Background: an optimization exercise with open tools, aiming at small area. Do not read the settings as production practice.
Function was checked by simulation only, so behaviour that the tests miss may differ from the original.
Power is estimated from default activity; no workload was simulated.

old:
==> flow/design.v <==
module apb_completer_mem #(
    parameter int ADDR_W = 60,
    parameter int DATA_W = 32,
    parameter int IDX_W  = 4,
    parameter int WAIT_W = 4,
    parameter int CNT_W  = 16
) (
    input  logic                pclk,
    input  logic                preset,
    input  logic                psel,
    input  logic                penable,
    input  logic                pwrite,
    input  logic [ADDR_W-1:0]   paddr,
    input  logic [DATA_W-1:0]   pwdata,
    input  logic [DATA_W/8-1:0] pstrb,
    input  logic [WAIT_W-1:0]   wait_cfg,
    output logic                pready,
    output logic [DATA_W-1:0]   prdata,
    output logic                pslverr,
    output logic [CNT_W-1:0]    wr_cnt,
    output logic [CNT_W-1:0]    rd_cnt,
    output logic [CNT_W-1:0]    err_cnt
);
    localparam int STRB_W    = DATA_W / 8;
    localparam int MEM_DEPTH = 2 ** IDX_W;
    logic                               done_q, wait_q;
    logic [WAIT_W-1:0]                  cnt_q;
    logic                               err_q, rdok_q;
    logic [IDX_W-1:0]                   rot_q;
    logic [MEM_DEPTH-1:0]               sel_q;     
    logic [MEM_DEPTH-1:0]               vld_q;     
    logic [MEM_DEPTH-1:0][DATA_W-1:0]   slot_q;
    logic                               pend_q;
    logic [STRB_W-1:0]                  bstrb_q;
    logic [DATA_W-1:0]                  bwd_q;     
    logic [CNT_W-1:0]                   wr_cnt_q, rd_cnt_q, err_cnt_q;
    logic idle, setup, last, a_err, commit, wr_commit, rd_en;
    logic done_d, wait_d;
    logic [IDX_W-1:0] npos;
    logic [DATA_W-1:0] wdata_m;
    assign idle   = !wait_q && !done_q;
    assign setup  = idle && psel && !penable;
    assign last   = (cnt_q == WAIT_W'(1));
    assign a_err  = (paddr[1:0] != 2'b00) || (paddr[ADDR_W-1:IDX_W+2] != '0);
    assign done_d = setup ? (wait_cfg == '0) : (wait_q && psel && last);
    assign wait_d = setup ? (wait_cfg != '0) : (wait_q && psel && !last);
    assign commit    = done_q && psel;
    assign wr_commit = commit && !err_q && !rdok_q;
    assign rd_en     = done_q && rdok_q;
    always_comb begin
        for (int b = 0; b < STRB_W; b++) begin
            wdata_m[8*b +: 8] = pwdata[8*b +: 8] & {8{pstrb[b]}};
        end
    end
    assign npos = paddr[IDX_W+1:2] + rot_q + 1'b1;
    always_ff @(posedge pclk or posedge preset) begin
        if (preset) begin
            done_q <= 1'b0;
            wait_q <= 1'b0;
            rot_q  <= '0;
            pend_q <= 1'b0;
        end else begin
            done_q <= done_d;
            wait_q <= wait_d;
            rot_q  <= rot_q + 1'b1;
            pend_q <= wr_commit && |(sel_q & {(MEM_DEPTH/2){2'b01}});
        end
    end
    always_ff @(posedge pclk) begin
        cnt_q   <= wait_q ? cnt_q - 1'b1 : wait_cfg;
        err_q   <= a_err;
        rdok_q  <= !pwrite && !a_err;
        for (int s = 0; s < MEM_DEPTH; s++) begin
            sel_q[s]  <= (npos == IDX_W'(s));
        end
        bstrb_q <= pstrb;
        bwd_q   <= wdata_m;
    end
    for (genvar s = 0; s < MEM_DEPTH; s++) begin : g_slot
        localparam int P = (s + MEM_DEPTH - 1) % MEM_DEPTH;
        if (s % 2 == 0) begin : g_wr
            logic we;
            assign we = (wr_commit || pend_q) && sel_q[P];
            always_ff @(posedge pclk or posedge preset) begin
                if (preset) vld_q[s] <= 1'b0;
                else        vld_q[s] <= vld_q[P] || we;
            end
            for (genvar b = 0; b < STRB_W; b++) begin : g_byte
                always_ff @(posedge pclk) begin
                    if (we && (bstrb_q[b] || !vld_q[P]))
                        slot_q[s][8*b +: 8] <= bwd_q[8*b +: 8];
                    else
                        slot_q[s][8*b +: 8] <= slot_q[P][8*b +: 8];
                end
            end
        end else begin : g_sh
            always_ff @(posedge pclk or posedge preset) begin
                if (preset) vld_q[s] <= 1'b0;
                else        vld_q[s] <= vld_q[P];
            end
            always_ff @(posedge pclk) slot_q[s] <= slot_q[P];
        end
    end
    always_ff @(posedge pclk or posedge preset) begin
        if (preset) begin
            wr_cnt_q  <= '0;
            rd_cnt_q  <= '0;
            err_cnt_q <= '0;
        end else if (commit) begin
            if (err_q) begin
                if (err_cnt_q != '1) err_cnt_q <= err_cnt_q + 1'b1;
            end else if (rdok_q) begin
                if (rd_cnt_q != '1) rd_cnt_q <= rd_cnt_q + 1'b1;
            end else begin
                if (wr_cnt_q != '1) wr_cnt_q <= wr_cnt_q + 1'b1;
            end
        end
    end
    always_comb begin
        prdata = '0;
        for (int s = 0; s < MEM_DEPTH; s++) begin
            if (rd_en && sel_q[s] && vld_q[s])
                prdata = prdata | slot_q[s];
        end
    end
    assign pready  = done_q;
    assign pslverr = done_q && err_q;
    assign wr_cnt  = wr_cnt_q;
    assign rd_cnt  = rd_cnt_q;
    assign err_cnt = err_cnt_q;
endmodule
clock: 5.0 ns
lec_check: 0
cap_margin: 10
core_margin: 2
core_utilization: 65
slew_margin: 10
standard.sh (not shown) runs the stock make flow with config.mk's settings and CLKGATE_MAP_FILE= SYNTH_SCRIPT=/design/flow/synth_recipe.tcl, a recipe that flattens the netlist after the stock synthesis.
==> flow/flow/run.sh <==
#!/bin/bash
# Standard synthesis, then the standard ORFS layout with: combinational cells
# swapped to their smallest size and remapped for area by OpenROAD's
# restructure before floorplan (resizing then upsizes only where
# needed), port buffers of the smallest buffer, and a clock tree of small
# clock buffers with larger sink clusters.
set -uo pipefail
W=$(pwd)
bash standard.sh synth > "$W/synth.log" 2>&1 || { tail -50 "$W/synth.log"; exit 1; }
# Library for restructure's ABC run, without the platform's don't-use cells.
DU=$(make -s -C "$FLOW_HOME" DESIGN_CONFIG="$W/config.mk" print-DONT_USE_CELLS 2>/dev/null | sed 's/^DONT_USE_CELLS: //')
LIB=$(make -s -C "$FLOW_HOME" DESIGN_CONFIG="$W/config.mk" print-LIB_FILES 2>/dev/null | sed 's/^LIB_FILES: //' | awk '{print $1}')
python3 "$W/flow/filter_lib.py" "$LIB" "$W/rmp.lib" "$DU" > "$W/filter_lib.log" 2>&1 || exit 1
if grep -q "lpflow_inputiso" "$W/rmp.lib"; then echo "don't-use cells left in rmp.lib"; exit 1; fi
export RMP_LIB="$W/rmp.lib"
export RMP_DIR="$W/rmp_work"
export FULL_LIB="$LIB"
export RESULTS="$W/orfs/results/sky130hd/apb_completer_mem/base"
DONT_USE_CELLS="$DU" openroad -no_init -exit "$W/flow/restructure_step.tcl" > "$W/restructure.log" 2>&1 || { tail -50 "$W/restructure.log"; exit 1; }
export BUFFER_PORTS_ARGS="-buffer_cell sky130_fd_sc_hd__buf_1"
export CTS_ARGS="-sink_clustering_enable -repair_clock_nets -dont_use_dummy_load -buf_list {sky130_fd_sc_hd__clkbuf_8} -sink_clustering_size 20 -sink_clustering_max_diameter 45"
bash standard.sh finish > "$W/layout.log" 2>&1 || { tail -50 "$W/layout.log"; exit 1; }
Other scripts of this flow, unchanged in this note and not shown: flow/flow/downsize.tcl, flow/flow/filter_lib.py, flow/flow/restructure_step.tcl
Here is what was changed in the inputs of new compared with old.
--- a/flow/design.v
+++ b/flow/design.v
@@ -28,12 +28,13 @@
     logic                               err_q, rdok_q;
     logic [IDX_W-1:0]                   rot_q;
     logic [MEM_DEPTH-1:0]               sel_q;     
     logic [MEM_DEPTH-1:0]               vld_q;     
     logic [MEM_DEPTH-1:0][DATA_W-1:0]   slot_q;
     logic                               pend_q;
+    logic [MEM_DEPTH-1:0]               psel_q;    
     logic [STRB_W-1:0]                  bstrb_q;
     logic [DATA_W-1:0]                  bwd_q;     
     logic [CNT_W-1:0]                   wr_cnt_q, rd_cnt_q, err_cnt_q;
     logic idle, setup, last, a_err, commit, wr_commit, rd_en;
     logic done_d, wait_d;
     logic [IDX_W-1:0] npos;
@@ -69,21 +70,22 @@
     always_ff @(posedge pclk) begin
         cnt_q   <= wait_q ? cnt_q - 1'b1 : wait_cfg;
         err_q   <= a_err;
         rdok_q  <= !pwrite && !a_err;
         for (int s = 0; s < MEM_DEPTH; s++) begin
             sel_q[s]  <= (npos == IDX_W'(s));
+            psel_q[s] <= sel_q[(s + MEM_DEPTH - 1) % MEM_DEPTH];
         end
         bstrb_q <= pstrb;
         bwd_q   <= wdata_m;
     end
     for (genvar s = 0; s < MEM_DEPTH; s++) begin : g_slot
         localparam int P = (s + MEM_DEPTH - 1) % MEM_DEPTH;
         if (s % 2 == 0) begin : g_wr
             logic we;
-            assign we = (wr_commit || pend_q) && sel_q[P];
+            assign we = (wr_commit && sel_q[P]) || (pend_q && psel_q[P]);
             always_ff @(posedge pclk or posedge preset) begin
                 if (preset) vld_q[s] <= 1'b0;
                 else        vld_q[s] <= vld_q[P] || we;
             end
             for (genvar b = 0; b < STRB_W; b++) begin : g_byte
                 always_ff @(posedge pclk) begin
- Result for old and new: all clean
- The higher total number of vias came out of new.
- Looking at maximum frequency, new sits 0.016 GHz below old.
- On new: area of the mapped netlist is 1.1% higher than what old gave.
- Against old, sum of met3 wire segment lengths after detailed routing in new rose by a few percent.
- Relative to old, first-iteration DRC count has increased by 4.8% in new.
- Flip-flop and latch count in new is 8 above old.
- On non-clock buffer count, the lower figure sits with new, not old.
- Going from old to new, the minimum period implied by the final worst setup slack was found to have gone up by 0.33 ns.
- Between old and new, the height of the chip is higher for new.
- new against old: overall routed net length decreased 430 um; number of inserted filler cells in the final layout increased 2.3%; total power increased 0.42%.
- Sequential standard cell area: new higher than old

[static timing again, ports no longer ideal]
Ports are ideal in the flow. The routed layouts listed here were re-timed in OpenROAD.
Step 1: set_driving_cell puts a clkbuf_16 on pclk and a buf_2 on each other input, an assumption about the parent block.
Step 2 times the ports against the registers' clock, not the clock port: input delays grow and output delays shrink by t, the midpoint of the rising clock arrivals with the driver on.
Three values: ideal, step 1, step 2; two values: the first two.
run	shift t [ns]	slack for setup (ns)	worst setup path at the end
old	0.642	0.617 / 0.569 / 1.211	register to output
new	0.639	0.286 / 0.235 / 0.874	register to output
After both steps every run listed still meets setup and hold.
